Background: an optimization exercise with open tools, aiming at small area. Do not read the settings as production practice.
The RTL was checked by simulation tests, not by an equivalence proof against the original design.
Power and IR drop assume default switching activity.

==> trial 3 <==
==> flow/design.v <==
package ap_prof_pkg;
    localparam logic [2:0] METRIC_TXN_IN   = 3'd0;
    localparam logic [2:0] METRIC_TXN_OUT  = 3'd1;
    localparam logic [2:0] METRIC_BUSY     = 3'd2;
    localparam logic [2:0] METRIC_STALL    = 3'd3;
    localparam logic [2:0] METRIC_MIN_LAT  = 3'd4;
    localparam logic [2:0] METRIC_MAX_LAT  = 3'd5;
    localparam logic [2:0] METRIC_LAST_LAT = 3'd6;
    localparam logic [2:0] METRIC_OCC      = 3'd7;
endpackage
module ap_prof_channel
#(
    parameter int CNT_W   = 20,
    parameter int LAT_W   = 16
) (
    input  logic             clock,
    input  logic             reset,
    input  logic             clear,
    input  logic             frozen,
    input  logic [CNT_W-1:0] ts,
    input  logic             start,
    input  logic             ready,
    input  logic             done,
    input  logic             cont,
    input  logic [2:0]       rd_sel,
    output logic [CNT_W-1:0] rd_val,
    output logic [2:0]       occ,
    output logic             idle,
    output logic             err
);
    localparam logic [CNT_W-1:0] CNT_MAX = {CNT_W{1'b1}};
    localparam logic [LAT_W-1:0] LAT_MAX = {LAT_W{1'b1}};
    logic [CNT_W-1:0] mem_r [4];
    logic [1:0]       rd_ptr_r;
    logic [2:0]       occ_r;
    logic [CNT_W-1:0] txn_out_r, busy_r, stall_r;
    logic [LAT_W-1:0] min_lat_r, max_lat_r, last_lat_r;
    logic             err_r;
    logic             clr_s, run_s;
    logic             acc_s, cmp_s, empty_s, full_s;
    logic             pop_s, push_s, zero_s, cpl_ok_s;
    logic [1:0]       wr_ptr_s;
    logic [CNT_W-1:0] diff_s;
    logic [LAT_W-1:0] lat_s;
    always_comb begin
        clr_s    = reset | clear;
        run_s    = ~frozen;
        acc_s    = start & ready;
        cmp_s    = done & cont;
        empty_s  = (occ_r == 3'd0);
        full_s   = occ_r[2];
        pop_s    = cmp_s & ~empty_s;
        zero_s   = cmp_s & empty_s & acc_s;
        push_s   = acc_s & ~zero_s & (~full_s | pop_s);
        cpl_ok_s = pop_s | zero_s;
        wr_ptr_s = rd_ptr_r + occ_r[1:0];
    end
    always_comb begin
        diff_s = ts - mem_r[rd_ptr_r];
        if (empty_s) begin
            lat_s = {LAT_W{1'b0}};
        end else if (|diff_s[CNT_W-1:LAT_W]) begin
            lat_s = LAT_MAX;
        end else begin
            lat_s = diff_s[LAT_W-1:0];
        end
    end
    always_ff @(posedge clock) begin
        if (run_s && push_s) begin
            mem_r[wr_ptr_s] <= ts;
        end
    end
    always_ff @(posedge clock) begin
        if (clr_s) begin
            rd_ptr_r   <= 2'd0;
            occ_r      <= 3'd0;
            txn_out_r  <= {CNT_W{1'b0}};
            busy_r     <= {CNT_W{1'b0}};
            stall_r    <= {CNT_W{1'b0}};
            min_lat_r  <= LAT_MAX;
            max_lat_r  <= {LAT_W{1'b0}};
            last_lat_r <= {LAT_W{1'b0}};
            err_r      <= 1'b0;
        end else if (run_s) begin
            if (pop_s) begin
                rd_ptr_r <= rd_ptr_r + 2'd1;
            end
            if (push_s && !pop_s) begin
                occ_r <= occ_r + 3'd1;
            end else if (pop_s && !push_s) begin
                occ_r <= occ_r - 3'd1;
            end
            if (cpl_ok_s) begin
                if (txn_out_r != CNT_MAX) begin
                    txn_out_r <= txn_out_r + 1'b1;
                end
                last_lat_r <= lat_s;
                if (lat_s > max_lat_r) begin
                    max_lat_r <= lat_s;
                end
                if (lat_s < min_lat_r) begin
                    min_lat_r <= lat_s;
                end
            end
            if (!empty_s && (busy_r != CNT_MAX)) begin
                busy_r <= busy_r + 1'b1;
            end
            if (done && !cont && (stall_r != CNT_MAX)) begin
                stall_r <= stall_r + 1'b1;
            end
            if ((acc_s && full_s && !pop_s) || (cmp_s && empty_s && !acc_s)) begin
                err_r <= 1'b1;
            end
        end
    end
    always_comb begin
        case (rd_sel)
            ap_prof_pkg::METRIC_TXN_IN:   rd_val = txn_out_r;
            ap_prof_pkg::METRIC_TXN_OUT:  rd_val = txn_out_r;
            ap_prof_pkg::METRIC_BUSY:     rd_val = busy_r;
            ap_prof_pkg::METRIC_STALL:    rd_val = stall_r;
            ap_prof_pkg::METRIC_MIN_LAT:  rd_val = CNT_W'(min_lat_r);
            ap_prof_pkg::METRIC_MAX_LAT:  rd_val = CNT_W'(max_lat_r);
            ap_prof_pkg::METRIC_LAST_LAT: rd_val = CNT_W'(last_lat_r);
            default:                      rd_val = {CNT_W{1'b0}};
        endcase
    end
    assign occ  = occ_r;
    assign idle = empty_s;
    assign err  = err_r;
endmodule
module ap_ctrl_profiler
#(
    parameter int NUM_CH  = 4,
    parameter int CNT_W   = 20,
    parameter int LAT_W   = 16,
    parameter int MAX_OUT = 4,
    localparam int CH_W   = (NUM_CH > 1) ? $clog2(NUM_CH) : 1
) (
    input  logic              clock,
    input  logic              reset,
    input  logic              finish,
    input  logic              clear,
    input  logic [NUM_CH-1:0] ch_start,
    input  logic [NUM_CH-1:0] ch_ready,
    input  logic [NUM_CH-1:0] ch_done,
    input  logic [NUM_CH-1:0] ch_continue,
    input  logic [CH_W-1:0]   rd_ch,
    input  logic [2:0]        rd_sel,
    output logic [CNT_W-1:0]  rd_data,
    output logic              rd_valid,
    output logic [NUM_CH-1:0] err,
    output logic              frozen,
    output logic              all_idle
);
    logic [CNT_W-1:0]  ts_r;
    logic              frozen_r;
    logic [CNT_W-1:0]  rd_data_r;
    logic              rd_valid_r;
    logic [CNT_W-1:0]  ch_val_s [NUM_CH];
    logic [2:0]        ch_occ_s [NUM_CH];
    logic [NUM_CH-1:0] ch_idle_s;
    logic [NUM_CH-1:0] ch_err_s;
    logic [CNT_W-1:0]  sel_val_s;
    logic [2:0]        sel_occ_s;
    logic [2:0]        add_s;
    logic [CNT_W:0]    sum_s;
    logic [CNT_W-1:0]  out_s;
    always_ff @(posedge clock) begin
        if (reset || clear) begin
            ts_r     <= {CNT_W{1'b0}};
            frozen_r <= 1'b0;
        end else begin
            if (!frozen_r) begin
                ts_r <= ts_r + CNT_W'(1'b1);
            end
            if (finish) begin
                frozen_r <= 1'b1;
            end
        end
    end
    genvar g;
    generate
        for (g = 0; g < NUM_CH; g++) begin : g_ch
            ap_prof_channel #(
                .CNT_W   (CNT_W),
                .LAT_W   (LAT_W)
            ) u_ch (
                .clock  (clock),
                .reset  (reset),
                .clear  (clear),
                .frozen (frozen_r),
                .ts     (ts_r),
                .start  (ch_start[g]),
                .ready  (ch_ready[g]),
                .done   (ch_done[g]),
                .cont   (ch_continue[g]),
                .rd_sel (rd_sel),
                .rd_val (ch_val_s[g]),
                .occ    (ch_occ_s[g]),
                .idle   (ch_idle_s[g]),
                .err    (ch_err_s[g])
            );
        end
    endgenerate
    always_comb begin
        sel_val_s = ch_val_s[rd_ch];
        sel_occ_s = ch_occ_s[rd_ch];
        add_s     = (rd_sel == ap_prof_pkg::METRIC_TXN_IN || rd_sel == ap_prof_pkg::METRIC_OCC)
                    ? sel_occ_s : 3'd0;
        sum_s     = {1'b0, sel_val_s} + (CNT_W+1)'(add_s);
        out_s     = sum_s[CNT_W] ? {CNT_W{1'b1}} : sum_s[CNT_W-1:0];
    end
    always_ff @(posedge clock) begin
        if (reset) begin
            rd_data_r  <= {CNT_W{1'b0}};
            rd_valid_r <= 1'b0;
        end else begin
            rd_data_r  <= out_s;
            rd_valid_r <= 1'b1;
        end
    end
    assign rd_data  = rd_data_r;
    assign rd_valid = rd_valid_r;
    assign err      = ch_err_s;
    assign frozen   = frozen_r;
    assign all_idle = &ch_idle_s;
endmodule
==> flow/run.sh <==
#!/bin/bash
# synth_recipe.tcl (not shown) runs the flow's synth.tcl, then flattens the netlist and writes it again
# the make line also repeats each setting of config.mk as NAME=value (left out here)
make -C /OpenROAD-flow-scripts/flow DESIGN_CONFIG=/design/flow/config.mk WORK_HOME=/design/flow/orfs CLKGATE_MAP_FILE= SYNTH_SCRIPT=/design/flow/synth_recipe.tcl finish
==> flow/config.mk <==
export PLATFORM = sky130hd
export DESIGN_NAME = ap_ctrl_profiler
export DESIGN_NICKNAME = ap_ctrl_profiler
export VERILOG_FILES = /design/flow/design.v
export SDC_FILE = /design/flow/constraint.sdc
export NUM_CORES = 4
export LEC_CHECK = 0
export CAP_MARGIN = 20
export CORE_MARGIN = 2
export CORE_UTILIZATION = 40
export SLEW_MARGIN = 20
==> flow/constraint.sdc <==
create_clock -name core_clock -period 6.0 [get_ports {clock}]
set_input_delay 1.2000 -clock core_clock [delete_from_list [all_inputs] [get_ports {clock}]]
set_output_delay 1.2000 -clock core_clock [all_outputs]
set_load 0.01 [all_outputs]
==> inputs of build 47, as changes to trial 3 <==
--- a/flow/design.v
+++ b/flow/design.v
@@ -18,6 +18,7 @@
     input  logic             clear,
     input  logic             frozen,
     input  logic [CNT_W-1:0] ts,
+    input  logic [CNT_W-1:0] ts_n,
     input  logic             start,
     input  logic             ready,
     input  logic             done,
@@ -28,20 +29,30 @@
     output logic             idle,
     output logic             err
 );
-    localparam logic [CNT_W-1:0] CNT_MAX = {CNT_W{1'b1}};
     localparam logic [LAT_W-1:0] LAT_MAX = {LAT_W{1'b1}};
     logic [CNT_W-1:0] mem_r [4];
     logic [1:0]       rd_ptr_r;
     logic [2:0]       occ_r;
     logic [CNT_W-1:0] txn_out_r, busy_r, stall_r;
     logic [LAT_W-1:0] min_lat_r, max_lat_r, last_lat_r;
+    logic             any_r;
     logic             err_r;
     logic             clr_s, run_s;
     logic             acc_s, cmp_s, empty_s, full_s;
     logic             pop_s, push_s, zero_s, cpl_ok_s;
     logic [1:0]       wr_ptr_s;
-    logic [CNT_W-1:0] diff_s;
+    logic [CNT_W-1:0] head_n_s;
     logic [LAT_W-1:0] lat_s;
+    logic [LAT_W-1:0] min_eff_s, max_eff_s;
+    logic [CNT_W-1:0] txn_out_nxt_s, busy_nxt_s, stall_nxt_s;
+    function automatic logic [CNT_W-1:0] sat_inc(input logic [CNT_W-1:0] q, input logic inc);
+        logic [CNT_W:0] c;
+        c[0] = inc;
+        for (int i = 0; i < CNT_W; i++) begin
+            c[i+1] = c[i] & q[i];
+        end
+        sat_inc = (q ^ c[CNT_W-1:0]) | {CNT_W{c[CNT_W]}};
+    endfunction
     always_comb begin
         clr_s    = reset | clear;
         run_s    = ~frozen;
@@ -56,18 +67,43 @@
         wr_ptr_s = rd_ptr_r + occ_r[1:0];
     end
     always_comb begin
-        diff_s = ts - mem_r[rd_ptr_r];
+        logic [8:0] cl, ch0, ch1;
+        logic [7:0] dl, dh0, dh1;
+        logic [3:0] hs;
+        logic       c16, sat;
+        head_n_s = mem_r[rd_ptr_r];
+        cl[0]  = 1'b1;
+        ch0[0] = 1'b0;
+        ch1[0] = 1'b1;
+        for (int i = 0; i < 8; i++) begin
+            dl[i]    = ts[i] ^ head_n_s[i] ^ cl[i];
+            cl[i+1]  = (ts[i] & head_n_s[i]) | (ts[i] & cl[i]) | (head_n_s[i] & cl[i]);
+            dh0[i]   = ts[8+i] ^ head_n_s[8+i] ^ ch0[i];
+            ch0[i+1] = (ts[8+i] & head_n_s[8+i]) | (ts[8+i] & ch0[i]) | (head_n_s[8+i] & ch0[i]);
+            dh1[i]   = ts[8+i] ^ head_n_s[8+i] ^ ch1[i];
+            ch1[i+1] = (ts[8+i] & head_n_s[8+i]) | (ts[8+i] & ch1[i]) | (head_n_s[8+i] & ch1[i]);
+        end
+        c16 = cl[8] ? ch1[8] : ch0[8];
+        hs  = ts[19:16] + head_n_s[19:16];
+        sat = c16 ? (hs != 4'hf) : (hs != 4'h0);
         if (empty_s) begin
             lat_s = {LAT_W{1'b0}};
-        end else if (|diff_s[CNT_W-1:LAT_W]) begin
+        end else if (sat) begin
             lat_s = LAT_MAX;
         end else begin
-            lat_s = diff_s[LAT_W-1:0];
-        end
+            lat_s = {(cl[8] ? dh1 : dh0), dl};
+        end
+    end
+    always_comb begin
+        min_eff_s = (any_r && (last_lat_r < min_lat_r)) ? last_lat_r : min_lat_r;
+        max_eff_s = (last_lat_r > max_lat_r) ? last_lat_r : max_lat_r;
+        txn_out_nxt_s = sat_inc(txn_out_r, run_s & cpl_ok_s);
+        busy_nxt_s    = sat_inc(busy_r, run_s & ~empty_s);
+        stall_nxt_s   = sat_inc(stall_r, run_s & done & ~cont);
     end
     always_ff @(posedge clock) begin
         if (run_s && push_s) begin
-            mem_r[wr_ptr_s] <= ts;
+            mem_r[wr_ptr_s] <= ts_n;
         end
     end
     always_ff @(posedge clock) begin
@@ -80,36 +116,30 @@
             min_lat_r  <= LAT_MAX;
             max_lat_r  <= {LAT_W{1'b0}};
             last_lat_r <= {LAT_W{1'b0}};
+            any_r      <= 1'b0;
             err_r      <= 1'b0;
-        end else if (run_s) begin
-            if (pop_s) begin
-                rd_ptr_r <= rd_ptr_r + 2'd1;
-            end
-            if (push_s && !pop_s) begin
-                occ_r <= occ_r + 3'd1;
-            end else if (pop_s && !push_s) begin
-                occ_r <= occ_r - 3'd1;
-            end
-            if (cpl_ok_s) begin
-                if (txn_out_r != CNT_MAX) begin
-                    txn_out_r <= txn_out_r + 1'b1;
-                end
-                last_lat_r <= lat_s;
-                if (lat_s > max_lat_r) begin
-                    max_lat_r <= lat_s;
-                end
-                if (lat_s < min_lat_r) begin
-                    min_lat_r <= lat_s;
-                end
-            end
-            if (!empty_s && (busy_r != CNT_MAX)) begin
-                busy_r <= busy_r + 1'b1;
-            end
-            if (done && !cont && (stall_r != CNT_MAX)) begin
-                stall_r <= stall_r + 1'b1;
-            end
-            if ((acc_s && full_s && !pop_s) || (cmp_s && empty_s && !acc_s)) begin
-                err_r <= 1'b1;
+        end else begin
+            txn_out_r <= txn_out_nxt_s;
+            busy_r    <= busy_nxt_s;
+            stall_r   <= stall_nxt_s;
+            min_lat_r <= min_eff_s;
+            max_lat_r <= max_eff_s;
+            if (run_s) begin
+                if (pop_s) begin
+                    rd_ptr_r <= rd_ptr_r + 2'd1;
+                end
+                if (push_s && !pop_s) begin
+                    occ_r <= occ_r + 3'd1;
+                end else if (pop_s && !push_s) begin
+                    occ_r <= occ_r - 3'd1;
+                end
+                if (cpl_ok_s) begin
+                    last_lat_r <= lat_s;
+                    any_r      <= 1'b1;
+                end
+                if ((acc_s && full_s && !pop_s) || (cmp_s && empty_s && !acc_s)) begin
+                    err_r <= 1'b1;
+                end
             end
         end
     end
@@ -119,8 +149,8 @@
             ap_prof_pkg::METRIC_TXN_OUT:  rd_val = txn_out_r;
             ap_prof_pkg::METRIC_BUSY:     rd_val = busy_r;
             ap_prof_pkg::METRIC_STALL:    rd_val = stall_r;
-            ap_prof_pkg::METRIC_MIN_LAT:  rd_val = CNT_W'(min_lat_r);
-            ap_prof_pkg::METRIC_MAX_LAT:  rd_val = CNT_W'(max_lat_r);
+            ap_prof_pkg::METRIC_MIN_LAT:  rd_val = CNT_W'(min_eff_s);
+            ap_prof_pkg::METRIC_MAX_LAT:  rd_val = CNT_W'(max_eff_s);
             ap_prof_pkg::METRIC_LAST_LAT: rd_val = CNT_W'(last_lat_r);
             default:                      rd_val = {CNT_W{1'b0}};
         endcase
@@ -154,6 +184,7 @@
     output logic              all_idle
 );
     logic [CNT_W-1:0]  ts_r;
+    logic [CNT_W-1:0]  ts_n_s;
     logic              frozen_r;
     logic [CNT_W-1:0]  rd_data_r;
     logic              rd_valid_r;
@@ -191,6 +222,7 @@
                 .clear  (clear),
                 .frozen (frozen_r),
                 .ts     (ts_r),
+                .ts_n   (ts_n_s),
                 .start  (ch_start[g]),
                 .ready  (ch_ready[g]),
                 .done   (ch_done[g]),
@@ -220,6 +252,7 @@
             rd_valid_r <= 1'b1;
         end
     end
+    assign ts_n_s   = ~ts_r;
     assign rd_data  = rd_data_r;
     assign rd_valid = rd_valid_r;
     assign err      = ch_err_s;
--- a/flow/config.mk
+++ b/flow/config.mk
@@ -5,7 +5,9 @@
 export SDC_FILE = /design/flow/constraint.sdc
 export NUM_CORES = 4
 export LEC_CHECK = 0
-export CAP_MARGIN = 20
+export CAP_MARGIN = 0
 export CORE_MARGIN = 2
 export CORE_UTILIZATION = 40
-export SLEW_MARGIN = 20
+export CTS_BUF_LIST = sky130_fd_sc_hd__clkbuf_4 sky130_fd_sc_hd__clkbuf_8
+export CTS_CLUSTER_SIZE = 20
+export SLEW_MARGIN = 0
==> Implementation_results.wiki <==
{| class="wikitable"
! Metric !! Value
|-
| Max IR drop VDD || 0.209 mV
|-
| Cells after synthesis || 3875
|-
| Run status || complete, no violations
|-
| Post-synthesis xor/xnor area fraction || 2.05%
|-
| Compound-Gate Fraction of Synth Area || 11.9%
|-
| Effective utilization at floorplan || around two fifths
|-
| Combinational family with the most area after synthesis || adder cells
|-
| Routed met2 length || between 50000 and 60000 um
|-
| Combinational cell fraction of total power || under 10%
|-
| First-pass GRT wire length || 180000 um
|-
| Worst Hold Launch || g_ch[0].u_ch.max_lat_r[13]
|-
| P&R area growth vs syn || 16.2%
|-
| Register-to-register path setup slack || 130 ps
|-
| Most used standard cells in the synthesized netlist || nor2_1, dfxtp_1, ha_1, edfxtp_1, inv_1
|-
| Headroom to the max-slew limit || 17.5%
|}
That was build 47.
==> Implementation_results.wiki <==
{| class="wikitable"
! Metric !! Value
|-
| Most used standard cells in the synthesized netlist || nor2_1, dfxtp_1, edfxtp_1, nand2_1, inv_1
|-
| Nonclk inv count || 289
|-
| P&R area growth vs syn || 15.0%
|-
| Cells after synthesis || about 4500
|-
| Combinational family with the most area after synthesis || simple AND/OR/NAND/NOR gates
|-
| Post-DR vias/cell || 5.64
|-
| Combinational cell fraction of total power || 10.9%
|-
| Leakage power of the design || roughly 19 nW
|-
| First-pass GRT wire length || slightly above 200000 um
|-
| Max IR drop VDD || 0.262 mV
|-
| Cells taking the most area after synthesis || dfxtp_1, edfxtp_1, ha_1
|-
| Worst Hold Launch || g_ch[0].u_ch.last_lat_r[4]
|-
| Crit Path Class || reg2reg
|-
| Run status || complete, no violations
|-
| Layout fillers || 10300
|-
| Register-to-register path setup slack || 290 ps
|-
| IO buf count || 51
|-
| Largest Register || g_ch.u_ch.mem_r
|-
| Effective utilization at floorplan || 40.4%
|-
| Post-synthesis xor/xnor area fraction || under 10%
|-
| Compound-Gate Fraction of Synth Area || 14.6%
|}
That was trial 3.

-- static timing again, ports no longer ideal --
Ports are ideal in the flow. The routed layouts listed here were re-timed in OpenROAD.
Step 1 (the two cells are an assumption about what drives the block):
set clk [get_ports {clock}]
set_driving_cell -lib_cell sky130_fd_sc_hd__clkbuf_16 $clk
set_driving_cell -lib_cell sky130_fd_sc_hd__buf_2 [delete_from_list [all_inputs] $clk]
Step 2 adds t to the input delays and takes it off the output delays; t is the mean of the earliest and latest rising clock arrival at the registers after step 1. Input paths then give back, and output paths get back, about the clock's delay inside the block.
a / b / c = no drivers / after step 1 / after step 2; a / b = the first two.
run	t, ns	setup slack, ns	latest minus earliest clock arrival (ns)
trial 3	0.748	0.292 / 0.292 / 0.292	0.028 / 0.029
build 47	0.863	0.134 / 0.134 / -0.458	0.045 / 0.045
With both steps, setup timing fails in build 47, where it was met with ideal ports. For build 47, which loses most, drivers alone change the setup slack by 0.000 ns; drivers and shift together by -0.592 ns.
